This design comes from an exercise in tuning for small area on the open sky130 flow, not from production work.
Function was checked by simulation only, so behaviour that the tests miss may differ from the original.
No activity file was given, so power comes from the tool's default toggle rates.

File: config.mk
export PLATFORM = sky130hd
export DESIGN_NAME = modbusSlave
export DESIGN_NICKNAME = modbusSlave
export VERILOG_FILES = /design/flow/design.v
export SDC_FILE = /design/flow/constraint.sdc
export NUM_CORES = 4
export LEC_CHECK = 0
export ABC_AREA = 1
export CAP_MARGIN = 20
export CORE_MARGIN = 2
export CORE_UTILIZATION = 40
export SLEW_MARGIN = 20
File: standard.sh
#!/bin/bash
# synth_recipe.tcl (not shown) runs the flow's synth.tcl, then flattens the netlist and writes it again
# the make line also repeats each setting of config.mk as NAME=value (left out here)
make -C /OpenROAD-flow-scripts/flow DESIGN_CONFIG=/design/flow/config.mk WORK_HOME=/design/flow/orfs CLKGATE_MAP_FILE= SYNTH_SCRIPT=/design/flow/synth_recipe.tcl "${@:-finish}"
File: design.v
package modbusPkg;
    typedef enum logic [7:0] {
        readHolding   = 8'h03,
        readInput     = 8'h04,
        writeMultiple = 8'h10
    } funcCode;
    typedef enum logic [7:0] {
        illegalFunction = 8'h01,
        illegalAddress  = 8'h02,
        illegalValue    = 8'h03
    } excCode;
    typedef logic [15:0] regWord;
    typedef logic [6:0] bufIndex;  
    localparam logic [15:0] maxReadQty = 16'd125;
    localparam logic [15:0] maxWriteQty = 16'd123;
    localparam logic [15:0] crcInit = 16'hFFFF;
    localparam logic [15:0] crcPoly = 16'hA001;
endpackage
`timescale 1ns/1ps
module modbusSlave (
    input  logic        clk,
    input  logic        rst,
    input  logic [7:0]  rxData,
    input  logic        rxValid,
    input  logic        parityError,
    input  logic        silence,
    output logic        rxAck,
    output logic [7:0]  txData,
    output logic        txReq,
    input  logic        txAck,
    output logic [23:0] wbAdr,
    output logic [15:0] wbDatOut,
    input  logic [15:0] wbDatIn,
    output logic        wbCyc,
    output logic        wbStb,
    output logic        wbWe,
    input  logic        wbAck
);
    localparam logic [4:0] R_STA = 5'd0, R_FUNC = 5'd1, R_AHI = 5'd2, R_ALO = 5'd3,
                           R_QHI = 5'd4, R_QLO = 5'd5, R_BC = 5'd6, R_DHI = 5'd7,
                           R_DLO = 5'd8, R_CLO = 5'd9, R_CHI = 5'd10, R_WAIT = 5'd11,
                           T_WFET = 5'd12, T_WBUS = 5'd13, T_RBUS = 5'd14,
                           T_STA = 5'd16, T_FUNC = 5'd17, T_EXC = 5'd18, T_CNT = 5'd19,
                           T_AHI = 5'd20, T_ALO = 5'd21, T_QHI = 5'd22, T_QLO = 5'd23,
                           T_DHI = 5'd24, T_DLO = 5'd25, T_CLO = 5'd26, T_CHI = 5'd27;
    logic [4:0]  st;
    logic [4:0]  cur;
    logic [6:0]  func;
    logic [7:0]  startLo;
    logic [6:0]  qty;
    logic        hiBad;      
    logic        qtyHiBad;   
    logic [1:0]  exc;        
    logic [7:0]  dataHi;
    logic [6:0]  idx;
    logic [3:0]  phase;
    logic [15:0] crc;
    logic [15:0] crcNext;
    logic [7:0]  crcIn;
    logic [3:0][15:0] pend;
    logic [3:0]  pendV;      
    logic [1:0]  pSel;
    logic [15:0] pOut;
    logic [15:0] pIn;
    logic        pLoad;
    logic        txBusy;
    logic        isWrite;
    logic        isInput;
    logic [6:0]  idxInc;
    logic [6:0]  idxDec;
    logic        lastWord;
    logic        qtyOk;
    logic        rangeOk;
    logic [8:0]  rangeEnd;
    logic        decide;
    logic [1:0]  decideExc;
    logic        accept;
    logic        rxByte;
    assign txBusy   = st[4] || (st[3] && st[2]);
    assign isWrite  = func[4];
    assign isInput  = func[2];
    assign idxInc   = idx + 7'd1;
    assign idxDec   = idx - 7'd1;
    assign lastWord = (idxInc == qty);
    assign cur      = (silence && !txBusy) ? R_STA : st;   
    assign rxByte   = rxValid && !parityError && !txBusy;
    assign qtyOk    = !qtyHiBad && (rxData != 8'd0) && (rxData <= (isWrite ? 8'd123 : 8'd125));
    assign rangeEnd = {1'b0, startLo} + {1'b0, rxData};
    assign rangeOk  = !hiBad && (rangeEnd <= (isInput ? 9'd160 : 9'd200));
    assign crcIn = txBusy ? txData : rxData;
    always_comb begin
        crcNext = crc ^ {8'h00, crcIn};
        for (int i = 0; i < 8; i++) begin
            crcNext = crcNext[0] ? ((crcNext >> 1) ^ 16'hA001) : (crcNext >> 1);
        end
    end
    logic [1:0]  pk;
    logic [4:0]  pHi;        
    logic        wrNow;
    logic [7:0]  ringWe;
    logic [15:0] ringWd;
    logic [7:0][15:0] tail;
    logic [15:0] rdWord;
    assign pk     = phase[1:0];
    assign pHi    = idx[6:2] - {4'd0, (pk >= idx[1:0])};
    assign wrNow  = !txBusy && pendV[pk] && (pHi[1:0] == phase[3:2]);
    assign pSel   = txBusy ? idx[1:0] : pk;
    assign pOut   = pend[pSel];
    assign ringWd = pOut;
    always_comb begin
        for (int r = 0; r < 7; r++) ringWe[r] = wrNow && (pHi[4:2] == 3'(r));
        ringWe[7] = wrNow && (pHi[4:1] == 4'b1110);
    end
    genvar g;
    for (g = 0; g < 8; g++) begin : ring
        localparam int L = (g < 7) ? 16 : 8;
        logic [16*L-1:0] sr;
        always_ff @(posedge clk) begin
            sr <= {sr[16*L-17:0], ringWe[g] ? ringWd : sr[16*L-1 -: 16]};
        end
        assign tail[g] = sr[16*L-1 -: 16];
    end
    assign rdWord = tail[idx[6:4]];
    assign txReq    = st[4];
    assign wbCyc    = (st == T_WBUS) || (st == T_RBUS);
    assign wbStb    = wbCyc;
    assign wbWe     = isWrite;
    assign wbAdr    = {3'b101, isInput, 12'h000, startLo + {1'b0, idx}};
    assign wbDatOut = pOut;
    always_comb begin
        case (st)
            T_STA:   txData = 8'h37;
            T_FUNC:  txData = {(exc != 2'd0), func};
            T_EXC:   txData = {6'd0, exc};
            T_CNT:   txData = {qty, 1'b0};
            T_ALO:   txData = startLo;
            T_QLO:   txData = {1'b0, qty};
            T_DHI:   txData = pOut[15:8];
            T_DLO:   txData = pOut[7:0];
            T_CLO:   txData = crc[7:0];
            T_CHI:   txData = crc[15:8];
            default: txData = 8'h00;
        endcase
    end
    assign pIn   = !txBusy ? {dataHi, rxData} : (isWrite ? rdWord : wbDatIn);
    assign pLoad = (rxByte && cur == R_DLO)
                || (st == T_WFET && !pendV[idx[1:0]] && phase == idx[3:0])
                || (st == T_RBUS && wbAck);
    always_comb begin
        decide = 1'b0;
        decideExc = 2'd0;
        accept = 1'b0;
        if (rxByte) begin
            case (cur)
                R_FUNC: if (!(rxData == 8'h03 || rxData == 8'h04 || rxData == 8'h10)) begin
                    decide = 1'b1; decideExc = 2'd1;
                end
                R_QLO: if (!qtyOk) begin
                    decide = 1'b1; decideExc = 2'd3;
                end else if (!isWrite && !rangeOk) begin
                    decide = 1'b1; decideExc = 2'd2;
                end
                R_BC: if (rxData != {qty, 1'b0}) begin
                    decide = 1'b1; decideExc = 2'd3;
                end else if (hiBad) begin
                    decide = 1'b1; decideExc = 2'd2;
                end
                R_CHI: if (crcNext == 16'h0000) begin
                    decide = 1'b1; accept = 1'b1;
                end
                default: ;
            endcase
        end
    end
    always_ff @(posedge clk) begin
        rxAck <= rxValid;
        phase <= rst ? 4'd0 : phase + 4'd1;
        if (rst || decide || (silence && !txBusy)) begin
            crc <= 16'hFFFF;
        end else if (txBusy) begin
            if (txReq && txAck && !(st == T_CLO || st == T_CHI)) crc <= crcNext;
        end else if (rxValid) begin
            crc <= crcNext;
        end
        if (wrNow) pendV[pk] <= 1'b0;
        if (pLoad) pend[idx[1:0]] <= pIn;
        if (rxByte) begin
            case (cur)
                R_FUNC: func <= rxData[6:0];
                R_AHI:  hiBad <= (rxData != 8'd0);
                R_ALO:  startLo <= rxData;
                R_QHI:  qtyHiBad <= (rxData != 8'd0);
                R_QLO: begin
                    qty <= rxData[6:0];
                    hiBad <= !rangeOk;
                end
                R_DHI:  dataHi <= rxData;
                default: ;
            endcase
        end
        if (rst) begin
            st <= R_STA;
            pendV <= 4'd0;
        end else if (!txBusy) begin
            if (!rxValid) begin
                st <= cur;
            end else if (parityError) begin
                st <= R_WAIT;
            end else if (decide) begin
                exc <= decideExc;
                if (accept && isWrite) begin
                    idx <= idxDec;
                    pendV <= 4'b1111;
                    st <= T_WFET;
                end else begin
                    idx <= 7'd0;
                    st <= T_STA;
                end
            end else begin
                case (cur)
                    R_STA:  st <= (rxData != 8'h37) ? R_WAIT : R_FUNC;
                    R_FUNC: st <= R_AHI;
                    R_AHI:  st <= R_ALO;
                    R_ALO:  st <= R_QHI;
                    R_QHI:  st <= R_QLO;
                    R_QLO:  st <= isWrite ? R_BC : R_CLO;
                    R_BC: begin
                        idx <= 7'd0;
                        pendV <= 4'd0;
                        st <= R_DHI;
                    end
                    R_DHI:  st <= R_DLO;
                    R_DLO: begin
                        pendV[idx[1:0]] <= 1'b1;
                        idx <= idxInc;
                        st <= lastWord ? R_CLO : R_DHI;
                    end
                    R_CLO:  st <= R_CHI;
                    default: st <= R_WAIT;  
                endcase
            end
        end else begin
            case (st)
                T_WFET: if (pendV[idx[1:0]] || phase == idx[3:0]) begin
                    st <= T_WBUS;
                end
                T_WBUS: if (wbAck) begin
                    pendV[idx[1:0]] <= 1'b0;
                    idx <= idxDec;
                    st <= (idx == 7'd0) ? T_STA : T_WFET;
                end
                T_RBUS: if (wbAck) begin
                    st <= T_DHI;
                end
                default: if (txAck) begin
                    case (st)
                        T_STA:  st <= T_FUNC;
                        T_FUNC: st <= (exc != 2'd0) ? T_EXC : (isWrite ? T_AHI : T_CNT);
                        T_EXC:  st <= T_CLO;
                        T_CNT:  st <= T_RBUS;
                        T_AHI:  st <= T_ALO;
                        T_ALO:  st <= T_QHI;
                        T_QHI:  st <= T_QLO;
                        T_QLO:  st <= T_CLO;
                        T_DHI:  st <= T_DLO;
                        T_DLO: begin
                            idx <= idxInc;
                            st <= lastWord ? T_CLO : T_RBUS;
                        end
                        T_CLO:  st <= T_CHI;
                        default: st <= R_WAIT;  
                    endcase
                end
            endcase
        end
    end
endmodule
File: flow/run.sh
#!/bin/bash
# Standard ORFS layout with a leaner clock tree (no dummy loads, small clusters of clkbuf_4)
# and plain buf_1 port buffers. Each step's full log stays under orfs/logs; make's output
# goes to flow_make.log.
set -euo pipefail
export CTS_ARGS="-sink_clustering_enable -repair_clock_nets -dont_use_dummy_load -buf_list sky130_fd_sc_hd__clkbuf_4 -sink_clustering_size 10 -sink_clustering_max_diameter 40"
export BUFFER_PORTS_ARGS="-buffer_cell sky130_fd_sc_hd__buf_1"
bash standard.sh > flow_make.log 2>&1
File: constraint.sdc
create_clock -name core_clock -period 10.0 [get_ports {clk}]
set_input_delay 2.0000 -clock core_clock [delete_from_list [all_inputs] [get_ports {clk}]]
set_output_delay 2.0000 -clock core_clock [all_outputs]
set_load 0.01 [all_outputs]
==> results of run 1 <==
sequential cells by signal, summed over array words and instances, names as in the netlist:
signal and count:
dataHi 8, pendV 4, exc 2, func 7
startLo 8, rxAck 1, qty 7, hiBad 1
st 5, pend 64, ring.sr 1920, phase 4
qtyHiBad 1, crc 16, idx 7
power groups by stage:
stage	clock, mW	combinational, mW	sequential (mW)
floorplan	0	1.13	9.18
global placement	0	1.75	9.26
detailed placement	0	1.74	9.27
CTS	3.53	1.75	9.09
global route	3.86	1.92	9.15
finish	3.37	1.74	9.08
layer usage:
layer | vias up | track usage, % | share of wire (%)
met4 | 2 | 6.789 | 3.2
met3 | 198 | 2.852 | 5.5
li1 | 12650 | - | -
met5 | - | 0 | 0.0093
met1 | 12160 | 21.28 | 49
met2 | 691 | 22.17 | 43
placed cells by master (no fill, tap or decap), drive strengths merged, types with 8 or more instances in the layout:
cell type	Yosys	layout
clkbuf	74	234
a32o	14	14
nand3	149	149
o21ai	256	256
o22ai	23	23
xnor2	12	12
ha	34	34
o211ai	42	42
a21oi	86	86
nor3	27	27
nor2	175	175
xor2	25	25
conb	2	15
dfxtp	1950	1950
nand4	15	15
nor4	8	8
nand2	511	511
edfxtp	105	105
o221ai	13	13
inv	202	202
buf	36	92
cells by family (layout without fill, tap and decap cells):
logic type,Yosys count,in the layout
other,2,21
XOR/XNOR,37,37
adder cells (fa/ha/maj),36,36
AND/OR/NAND/NOR,889,889
flip-flops,2055,2055
buffers and inverters,318,534
AO/OA/AOI/OAI,459,459
how the worst max path moves through the flow:
| stage | start | slack [ns] | cells past startpoint | endpoint |
|---|---|---|---|---|
| floorplan | rxValid | 3.00 | 6 | pend[0]$_DFFE_PP_ |
| global placement | rxData[1] | 3.55 | 21 | idx[2]$_DFFE_PP_ |
| detailed placement | rxData[1] | 3.51 | 21 | idx[2]$_DFFE_PP_ |
| CTS | st[4]$_SDFFE_PP0P_ | 3.82 | 9 | wbDatOut[4] |
| global route | st[4]$_SDFFE_PP0P_ | 3.66 | 25 | idx[5]$_DFFE_PP_ |
| finish | st[4]$_SDFFE_PP0P_ | 3.95 | 9 | wbDatOut[4] |
per-stage QoR:
step / hold WS [ns] / util, % / cells
after floorplan: 0.3096 / - / 3809
after global placement: 0.3096 / 42.01 / 5441
after detailed placement: 0.3121 / 42.01 / 5441
after CTS: 0.2696 / 43.41 / 5675
after global routing: 0.2639 / 43.41 / 5678
final: 0.2670 / 43.42 / 5681
area by class of cell:
cell class | count | area, sq um
inverter | 208 | 780.7
antenna | 6 | 15.01
fill | 11590 | 71140
multi-input combinational | 1436 | 7348
timing repair buffer | 92 | 435.4
clock buffer | 234 | 1757
tap | 1650 | 2064
sequential | 2055 | 42190
==> results_dict.tcl, run 1 <==
set metrics [dict create \
    nNetsFinal 4094 \
    fmaxAchievable_mhz 165.2 \
    ff2ff_setup_slack_ns 4.16 \
    critPathCaptureType "primary output" \
    drive_gt1_share_pct 7.776 \
    synth_top_family_by_area "simple AND/OR/NAND/NOR gates" \
    syn_inst 3796 \
    yosysMostFrequentCell "dfxtp_1" \
    reg2reg_from "st[4]$_SDFFE_PP0P_" \
    synth_compound_area_share_pct 5.261 \
    rsz0062_at_grt "false" \
    finalWirelength_microns 97000 \
    synth_area_leaders "dfxtp_1 (77%), edfxtp_1 (6.2%), nand2_1 (3.7%)" \
    cts.htree.levels 4 \
    setup_tns_ns 0 \
    post-cts-setup-buffers 0 \
    core_sq_um 125700 \
    die_h_microns 360.3 \
    synth_top_cell_by_area "dfxtp_1" \
    power_frac_clock_pct 23.7 \
    die_w_microns 360.3 \
    hold_buffers 0 \
    area_growth_pct 7.524 \
    timing.critical_path.mode_cell "nand2_1" \
    avgRoutedWirePerCell_microns 17.07 \
    setup.worst_path.class "register to primary output" \
    fp.dieArea_sq_um 129800 \
    hold_viol_final 0 \
    syn_area_per_cell_sq_um 13.37 \
    cts_root_buffer "clkbuf_4" \
    seq_area_frac_synth_pct 83.10 \
    synthXorXnorAreaFrac_pct 0.6383 \
    max-slew-margin-rel_pct 21.74 \
    p_sw_mw 3.815 \
    viasPerCell 4.523 \
    hold_path_end "ring[5].sr[78]$_DFF_P_" \
    hp-start "ring[5].sr[62]$_DFF_P_" \
    ant_nets 0 \
    synth_cell_type_count 50 \
    dr.first_iter.drc_count 1913 \
    portBuffers 68 \
    globalplace.congestion 0.9310 \
    async_reset_ff_share_pct 0 \
    hpwlAfterDp_microns 61390 \
    p_leak_nw 22.14 \
    rows 130 \
    ioPinCount 84 \
    hold_class "register to register" \
    yosysTopAreaCellShare_pct 76.89 \
    start_util_pct 40.38 \
    whs_path_depth 0 \
    grt_use_total_pct 14.99 \
    power.total_mw 14.19 \
    switching_share_pct 26.88 \
    yosysWarnings 1 \
    synthSimpleGateAreaFrac_pct 7.467 \
    slowest_delay_ns 0.63 \
    post-place-ws_ns 3.507 \
    grt_max_degree 65 \
    synth_ff_type "dfxtp_1" \
    grt_pass1_wl_microns 147300 \
    ys_seq_elements 2055 \
    outcome "timing/DRC/antenna clean" \
    antenna_found_initial 3 \
    maxSlewViolCount 0 \
    p_seq_share_pct 64.0 \
    critPathMaxFanout 55 \
    cts_resized 0 \
    crit_chain "inv_2 -> nand2_8 -> nand2_4 -> nand2_2 -> nand2_1 -> nand3_1 -> nand2_1 -> inv_1 -> buf_1" \
    cts_buffers 234 \
    power-per-cell-area_nw_per_um2 260.0 \
    crit_family "simple AND/OR/NAND/NOR gates" \
    worstMarginPinSlew_ns 1.174 \
    grt_pass1_vias 24770 \
    clock_sinks 2055 \
    required_ns 8.00 \
    setup_slack_ns 3.946 \
    grt_overflow 0 \
    cts_tree "yes" \
    r2r-end "idx[5]$_DFFE_PP_" \
    cap_violations 0 \
    power_frac_comb_pct 12.3 \
    firstDrtPassIters 6 \
    yosys.area_share.adder_pct 0.9168 \
    skew_ns 0.1124 \
    cts_buffer_depth 3 \
    crit_path_start_kind "register" \
    vias 25700 \
    critPathSlowestCell "dfxtp_1" \
    critPathArrivalTime_ns 4.05 \
    crit_buf_inv 3 \
    finalCriticalPeriod_ns 6.054 \
    synth_common_cells "dfxtp_1 (1950), nand2_1 (494), o21ai_0 (254), inv_1 (198), nor2_1 (166)" \
    clk_pin_slew_ns 0.10 \
    internal_power_mw 10.38 \
    synth_mux_area_share_pct 0 \
    final_area_sq_um 54590 \
    place_area_sq_um 52820 \
    vdd_drop_max_mv 0.1437 \
    finalSetupViolCount 0 \
    synth_edf_count 105 \
    r2r_cells 25 \
    drc_errors 0 \
    finalCritPeriodShare_pct 60.54 \
    clock_insertion_delay_worst_skew_ns 1.17 \
    netlist_area_sq_um 50770 \
]
==> run 2, diff against run 1 <==
--- a/design.v
+++ b/design.v
@@ -45,7 +45,8 @@
                            T_DHI = 5'd24, T_DLO = 5'd25, T_CLO = 5'd26, T_CHI = 5'd27;
     logic [4:0]  st;
     logic [4:0]  cur;
-    logic [6:0]  func;
+    logic        isWrite;    
+    logic        isInput;    
     logic [7:0]  startLo;
     logic [6:0]  qty;
     logic        hiBad;      
@@ -64,28 +65,24 @@
     logic [15:0] pIn;
     logic        pLoad;
     logic        txBusy;
-    logic        isWrite;
-    logic        isInput;
     logic [6:0]  idxInc;
     logic [6:0]  idxDec;
     logic        lastWord;
     logic        qtyOk;
     logic        rangeOk;
-    logic [8:0]  rangeEnd;
+    logic [8:0]  rangeEnd;   
     logic        decide;
     logic [1:0]  decideExc;
     logic        accept;
     logic        rxByte;
     assign txBusy   = st[4] || (st[3] && st[2]);
-    assign isWrite  = func[4];
-    assign isInput  = func[2];
     assign idxInc   = idx + 7'd1;
     assign idxDec   = idx - 7'd1;
     assign lastWord = (idxInc == qty);
     assign cur      = (silence && !txBusy) ? R_STA : st;   
     assign rxByte   = rxValid && !parityError && !txBusy;
     assign qtyOk    = !qtyHiBad && (rxData != 8'd0) && (rxData <= (isWrite ? 8'd123 : 8'd125));
-    assign rangeEnd = {1'b0, startLo} + {1'b0, rxData};
+    assign rangeEnd = {1'b0, startLo} + {1'b0, txBusy ? {1'b0, idx} : rxData};
     assign rangeOk  = !hiBad && (rangeEnd <= (isInput ? 9'd160 : 9'd200));
     assign crcIn = txBusy ? txData : rxData;
     always_comb begin
@@ -125,12 +122,13 @@
     assign wbCyc    = (st == T_WBUS) || (st == T_RBUS);
     assign wbStb    = wbCyc;
     assign wbWe     = isWrite;
-    assign wbAdr    = {3'b101, isInput, 12'h000, startLo + {1'b0, idx}};
+    assign wbAdr    = {3'b101, isInput, 12'h000, rangeEnd[7:0]};
     assign wbDatOut = pOut;
     always_comb begin
         case (st)
             T_STA:   txData = 8'h37;
-            T_FUNC:  txData = {(exc != 2'd0), func};
+            T_FUNC:  txData = (exc == 2'd1) ? {1'b1, startLo[6:0]}
+                                            : {exc[1], 2'b00, isWrite, 1'b0, isInput, {2{!isWrite && !isInput}}};
             T_EXC:   txData = {6'd0, exc};
             T_CNT:   txData = {qty, 1'b0};
             T_ALO:   txData = startLo;
@@ -186,7 +184,11 @@
         if (pLoad) pend[idx[1:0]] <= pIn;
         if (rxByte) begin
             case (cur)
-                R_FUNC: func <= rxData[6:0];
+                R_FUNC: begin
+                    isWrite <= rxData[4];
+                    isInput <= rxData[2];
+                    startLo <= rxData;
+                end
                 R_AHI:  hiBad <= (rxData != 8'd0);
                 R_ALO:  startLo <= rxData;
                 R_QHI:  qtyHiBad <= (rxData != 8'd0);
==> results_dict.tcl, run 2 <==
set metrics [dict create \
    cts_resized 0 \
    clock_insertion_delay_worst_skew_ns 1.12 \
    critPathArrivalTime_ns 4.64 \
    max-slew-margin-rel_pct 29.59 \
    p_leak_nw 22.20 \
    crit_path_start_kind "register" \
    synth_ff_type "dfxtp_1" \
    clk_pin_slew_ns 0.10 \
    async_reset_ff_share_pct 0 \
    skew_ns 0.1327 \
    ioPinCount 84 \
    yosysWarnings 1 \
    cts.htree.levels 4 \
    setup.worst_path.class "register to primary output" \
    synth_cell_type_count 55 \
    synth_area_leaders "dfxtp_1 (77%), edfxtp_1 (5.9%), nand2_1 (2.8%)" \
    vdd_drop_max_mv 0.1258 \
    nNetsFinal 4085 \
    grt_pass1_vias 25000 \
    hold_class "register to register" \
    layout_common_cells "dfxtp_1 (1950), nand2_1 (379), clkbuf_4 (236)" \
    globalplace.congestion 0.9494 \
    finalCriticalPeriod_ns 6.637 \
    yosysMostFrequentCell "dfxtp_1" \
    largest_register "ring.sr" \
    grt_overflow 0 \
    cts_buffer_depth 3 \
    power-per-cell-area_nw_per_um2 269.8 \
    netlist_area_sq_um 50620 \
    yosysTopAreaCellShare_pct 77.11 \
    dr.first_iter.drc_count 1967 \
    viasPerCell 4.550 \
    outcome "timing/DRC/antenna clean" \
    post-cts-setup-buffers 0 \
    layout_commonest_cell "dfxtp_1" \
    cts_root_buffer "clkbuf_4" \
    finish.utilization_pct 43.35 \
    synth_edf_count 100 \
    power.total_mw 14.69 \
    place_area_sq_um 52650 \
    grt_pass1_wl_microns 150500 \
    area_growth_pct 7.519 \
    die_w_microns 359.8 \
    antenna_found_initial 8 \
    fmaxAchievable_mhz 150.7 \
    firstDrtPassIters 6 \
    hpwlAfterDp_microns 64040 \
    maxSlewViolCount 0 \
    syn_area_per_cell_sq_um 13.31 \
    n_fill_cell 11580 \
    avgRoutedWirePerCell_microns 17.59 \
    ant_nets 0 \
    hold_buffers 0 \
    drc_errors 0 \
    seq_area_frac_synth_pct 83.04 \
    setup_tns_ns 0 \
    fp.dieArea_sq_um 129400 \
    vias 25820 \
    finalSetupViolCount 0 \
    rows 130 \
    grt_use_total_pct 15.46 \
    grt_max_degree 65 \
    cts_buffers 236 \
    worstMarginPinSlew_ns 1.056 \
    required_ns 8.00 \
    synth_common_cells "dfxtp_1 (1950), nand2_1 (379), nor2_1 (238), inv_1 (229), o21ai_0 (183)" \
    drive_gt1_share_pct 8.176 \
    finalWirelength_microns 99860 \
    largest_reg_flops 1920 \
    syn_inst 3802 \
    rsz0062_at_grt "false" \
    critPathMaxFanout 53 \
    hold_viol_final 0 \
    critPathCaptureType "primary output" \
    synth_top_cell_by_area "dfxtp_1" \
    core_sq_um 125600 \
    clock_sinks 2050 \
    die_h_microns 359.8 \
    start_util_pct 40.31 \
    final_area_sq_um 54430 \
    finalCritPeriodShare_pct 66.37 \
    cts_tree "yes" \
    ys_seq_elements 2050 \
    cap_violations 0 \
    portBuffers 68 \
]
[run 2: cell types whose count changed after synthesis, sizes merged, moves of 14 or more]
cell | previous run | this run
a21oi | 86 | 123
o211ai | 42 | 27
a32o | 14 | 0
o32ai | 0 | 16
nand3 | 149 | 179
inv | 202 | 238
nor2 | 175 | 247
o21ai | 256 | 185
nand2 | 511 | 391
o22ai | 23 | 65
[run 2: area by class of cell]
type	instances	area (sq um)	area share [%]
flip-flops and latches	2050	42040	77.24
multi-input cells	1402	7182	13.19
well taps	1650	2064	3.793
clock buffers	236	1772	3.255
inverters	242	915.9	1.683
repair buffers	94	450.4	0.8275
diodes	2	5.005	0.009195
[run 2: worst paths after layout]
| kind | endpoint | slack (ns) | from | cells past startpoint |
|---|---|---|---|---|
| min | ring[2].sr[254]$_DFF_P_ | 0.23 | ring[2].sr[238]$_DFF_P_ | 0 |
| max | wbAdr[6] | 3.36 | st[4]$_SDFFE_PP0P_ | 13 |
| max reg2reg | idx[5]$_DFFE_PP_ | 3.65 | st[4]$_SDFFE_PP0P_ | 26 |
| min reg2reg | ring[2].sr[254]$_DFF_P_ | 0.23 | ring[2].sr[238]$_DFF_P_ | 0 |
[run 2: logic make-up (layout without fill, tap and decap cells)]
kind of cell / after synthesis / in the layout / synth area share (%)
and+or+nand+nor: 879 / 879 / 7.541
other: 2 / 17 / 0.01483
xor gates and xnor gates: 28 / 28 / 0.4844
AOI/OAI and AO/OA: 452 / 452 / 5.235
DFF: 2050 / 2050 / 83.04
adders and majority gates: 28 / 28 / 0.7069
buffers and inverters: 363 / 572 / 2.973
[run 2: layer usage]
metal / part of all wire (%) / GRT usage (%)
met5: 0 / 0
met4: 3.7 / 6.797
met3: 8.0 / 4.801
met2: 40 / 21.62
met1: 48 / 21.87
[run 2: worst max-delay path: stages, from the launching register on]
cell     delay [ns]
dfxtp_1        0.78
inv_4          0.21
nand2_8        0.39
nand2_4        0.35
nand2_1        0.16
inv_1          0.06
ha_1           0.20
fa_1           0.41
a31oi_1        0.29
o21ai_0        0.12
a21o_1         0.19
xnor2_1        0.12
inv_1          0.07
buf_1          0.16
[run 2: report_power, final]
part / leakage (nW) / switching (mW) / internal (mW)
Combinational: 4.42 / 1.62 / 0.528
Clock: 1.09 / 2.29 / 1.08
Sequential: 16.7 / 0.222 / 8.95
Total: 22.2 / 4.13 / 10.6
[run 2: metrics by stage]
stage,cells,hold WS (ns),setup WS [ns]
finish,5676,0.2284,3.363
global route,5676,0.2330,3.046
CTS,5674,0.2272,3.270
detailed placement,5438,0.3121,3.329
global placement,5438,0.3097,3.276
floorplan,3815,0.3096,3.069
==> run 3, diff against run 2 <==
--- a/design.v
+++ b/design.v
@@ -102,11 +102,18 @@
     assign pHi    = idx[6:2] - {4'd0, (pk >= idx[1:0])};
     assign wrNow  = !txBusy && pendV[pk] && (pHi[1:0] == phase[3:2]);
     assign pSel   = txBusy ? idx[1:0] : pk;
-    assign pOut   = pend[pSel];
+    always_comb begin
+        pOut = '0;
+        for (int k = 0; k < 4; k++) pOut = pOut | ({16{pSel == 2'(k)}} & pend[k]);
+    end
     assign ringWd = pOut;
-    always_comb begin
-        for (int r = 0; r < 7; r++) ringWe[r] = wrNow && (pHi[4:2] == 3'(r));
-        ringWe[7] = wrNow && (pHi[4:1] == 4'b1110);
+    logic [2:0]  rSelIdx;
+    logic [7:0]  rSel;
+    assign rSelIdx = txBusy ? idx[6:4] : pHi[4:2];
+    always_comb begin
+        for (int r = 0; r < 8; r++) rSel[r] = (rSelIdx == 3'(r));
+        for (int r = 0; r < 7; r++) ringWe[r] = wrNow && rSel[r];
+        ringWe[7] = wrNow && rSel[7] && !pHi[1];
     end
     genvar g;
     for (g = 0; g < 8; g++) begin : ring
@@ -117,7 +124,10 @@
         end
         assign tail[g] = sr[16*L-1 -: 16];
     end
-    assign rdWord = tail[idx[6:4]];
+    always_comb begin
+        rdWord = '0;
+        for (int r = 0; r < 8; r++) rdWord = rdWord | ({16{rSel[r]}} & tail[r]);
+    end
     assign txReq    = st[4];
     assign wbCyc    = (st == T_WBUS) || (st == T_RBUS);
     assign wbStb    = wbCyc;
==> results_dict.tcl, run 3 <==
set metrics [dict create \
    power-per-cell-area_nw_per_um2 257.6 \
    slowest_delay_ns 0.62 \
    dr.first_iter.drc_count 1971 \
    cts.htree.levels 4 \
    grt_pass1_wl_microns 148600 \
    finalSetupViolCount 0 \
    largest_reg_flops 1920 \
    synth_edf_count 100 \
    viasPerCell 4.524 \
    grt_max_degree 65 \
    worstMarginPinSlew_ns 1.159 \
    setup_tns_ns 0 \
    fp.dieArea_sq_um 128400 \
    max-slew-margin-rel_pct 22.70 \
    p_leak_nw 21.68 \
    setup.worst_path.class "register to primary output" \
    seq_area_frac_synth_pct 83.68 \
    drc_errors 0 \
    area_growth_pct 7.723 \
    clock_insertion_delay_worst_skew_ns 1.17 \
    finalWirelength_microns 98040 \
    yosysWarnings 1 \
    ant_nets 0 \
    synth_cell_type_count 55 \
    cts_resized 0 \
    ys_seq_elements 2050 \
    crit_chain "clkinv_2 -> nand2_4 -> inv_1 -> nand2_1 -> nand2_1 -> inv_1 -> ha_1 -> fa_1 -> nand2_1 -> nand2_1 -> a21oi_1 -> nor2_1 -> o21ai_0 -> nand2_1 -> xnor2_1 -> inv_1 -> buf_1" \
    grt_pass1_vias 24530 \
    ioPinCount 84 \
    syn_area_per_cell_sq_um 13.65 \
    cts_buffers 234 \
    synth_ff_type "dfxtp_1" \
    skew_ns 0.09804 \
    post-cts-setup-buffers 0 \
    synth_area_leaders "dfxtp_1 (78%), edfxtp_1 (6.0%), nand2_1 (3.6%)" \
    grt_overflow 0 \
    fmaxAchievable_mhz 147.7 \
    critPathArrivalTime_ns 4.77 \
    hpwlAfterDp_microns 62000 \
    critPathMaxFanout 21 \
    layout_common_cells "dfxtp_1 (1950), nand2_1 (488), clkbuf_4 (234)" \
    synth_top_cell_by_area "dfxtp_1" \
    finalCritPeriodShare_pct 67.69 \
    maxSlewViolCount 0 \
    critPathCaptureType "primary output" \
    netlist_area_sq_um 50240 \
    die_w_microns 358.4 \
    critPathSlowestCell "inv_1" \
    grt_use_total_pct 15.40 \
    syn_inst 3680 \
    crit_path_start_kind "register" \
    dp.cells 5347 \
    rows 130 \
    hold_buffers 0 \
    crit_buf_inv 5 \
    timing.critical_path.mode_cell "nand2_1" \
    hold_class "register to register" \
    yosysMostFrequentCell "dfxtp_1" \
    required_ns 8.00 \
    avgRoutedWirePerCell_microns 17.55 \
    vias 25260 \
    die_h_microns 358.4 \
    firstDrtPassIters 6 \
    drive_gt1_share_pct 8.624 \
    globalplace.congestion 0.9410 \
    antenna_found_initial 7 \
    yosysTopAreaCellShare_pct 77.70 \
    finalNonFillerCells 5585 \
    rsz0062_at_grt "false" \
    outcome "timing/DRC/antenna clean" \
    async_reset_ff_share_pct 0 \
    largest_register "ring.sr" \
    cap_violations 0 \
    nNetsFinal 3992 \
    clock_sinks 2050 \
    core_sq_um 125100 \
    layout_commonest_cell "dfxtp_1" \
    portBuffers 68 \
    hold_viol_final 0 \
    synth_common_cells "dfxtp_1 (1950), nand2_1 (488), inv_1 (196), o21ai_0 (175), nand3_1 (123)" \
    start_util_pct 40.16 \
    cts_buffer_depth 3 \
    cts_tree "yes" \
    finalCriticalPeriod_ns 6.769 \
    clk_pin_slew_ns 0.10 \
    cts_root_buffer "clkbuf_4" \
    crit_family "buffers and inverters" \
    vdd_drop_max_mv 0.1458 \
]
## run 3: cell types whose count changed after synthesis, sizes merged, moves of 9 or more
cell	delta
o22ai	-24
a221oi	+12
o21ai	+9
inv	-36
a32o	+9
a21oi	-39
buf	+11
o221ai	-11
nand3	-53
nand4	+18
clkbuf	-35
nand2	+119
a22o	+18
nor2	-114
## run 3: cells by family after synthesis
logic type	count (synthesis)	share of synthesized area [%]
fa+ha+maj	28	0.7123
simple gates	844	7.332
compound gates	417	5.086
other cells	2	0.01495
buf+inv	308	2.632
flops	2050	83.68
xor+xnor	31	0.5404
## run 3: worst paths after layout
| check | cells after the start | startpoint | endpoint | slack, ns |
|---|---|---|---|---|
| max | 17 | st[4]$_SDFFE_PP0P_ | wbAdr[6] | 3.23 |
| min | 0 | ring[1].sr[126]$_DFF_P_ | ring[1].sr[142]$_DFF_P_ | 0.26 |
| max reg2reg | 30 | st[4]$_SDFFE_PP0P_ | crc[3]$_SDFFE_PP1P_ | 3.55 |
| min reg2reg | 0 | ring[1].sr[126]$_DFF_P_ | ring[1].sr[142]$_DFF_P_ | 0.26 |
## run 3: metal layers
metal / up-vias / track usage, % / share of wire, % / routed length, microns
li1: 12320 / - / - / -
met1: 12010 / 22.34 / 49 / 48010
met2: 720 / 21.91 / 42 / 41040
met3: 208 / 3.487 / 5.9 / 5781
met4: 6 / 6.795 / 3.2 / 3171
met5: - / 0 / 0.035 / 34
## run 3: layout make-up
| class | count | area [sq um] |
|---|---|---|
| multi-input cells | 1335 | 6950 |
| inverters | 211 | 793.3 |
| diodes | 4 | 10.01 |
| repair buffers | 101 | 503.0 |
| flip-flops and latches | 2050 | 42040 |
| clock buffers | 234 | 1757 |
| well taps | 1650 | 2064 |
| fillers | 11500 | 70960 |
## run 3: metrics by stage
| stage | area, sq um | power (mW) | utilization, % | worst slack (ns) | hold WS (ns) |
|---|---|---|---|---|---|
| 6_report | 54120 | 13.94 | 43.27 | 3.231 | 0.2611 |
| 3_3_place_gp | 52350 | 10.74 | 41.85 | 2.800 | 0.3096 |
| 5_1_grt | 54120 | 14.66 | 43.27 | 2.799 | 0.2577 |
| 3_5_place_dp | 52350 | 10.75 | 41.85 | 2.880 | 0.3121 |
| 2_1_floorplan | 50290 | 10.07 | - | 4.323 | 0.3096 |
| 4_1_cts | 54110 | 14.12 | 43.26 | 3.071 | 0.2617 |
## run 3: power breakdown
group          internal, mW  total [mW]  switching (mW)
clock                  1.07        3.37            2.30
combinational         0.447        1.70            1.25
sequential             8.71        8.87           0.165
total                  10.2        13.9            3.72

re-timing with driven ports:
The results above use ideal ports. As a check the final layouts listed here were re-extracted and re-timed, cells and wires unchanged.
Step 1 (the two cells are an assumption about what drives the block):
set clk [get_ports {clk}]
set_driving_cell -lib_cell sky130_fd_sc_hd__clkbuf_16 $clk
set_driving_cell -lib_cell sky130_fd_sc_hd__buf_2 [delete_from_list [all_inputs] $clk]
Step 2 moves the port delays by t, midway between the first and last clock arrival at a register: inputs arrive t later, outputs are due t later. That takes back most of the time a late clock gives input paths.
a / b / c = ideal / step 1 / step 2; a / b = the first two.
run | t, ns | setup WS [ns] | worst register clock-pin slew, ns
run 1 | 1.179 | 3.946 / 3.876 / 3.413 | 0.11 / 0.11
run 2 | 1.133 | 3.363 / 3.302 / 3.277 | 0.11 / 0.11
run 3 | 1.181 | 3.231 / 3.164 / 2.795 | 0.11 / 0.11
After both steps every run listed still meets setup and hold. The setup slack of run 1, which loses most, moves by -0.070 ns with the drivers and by -0.533 ns with both steps.
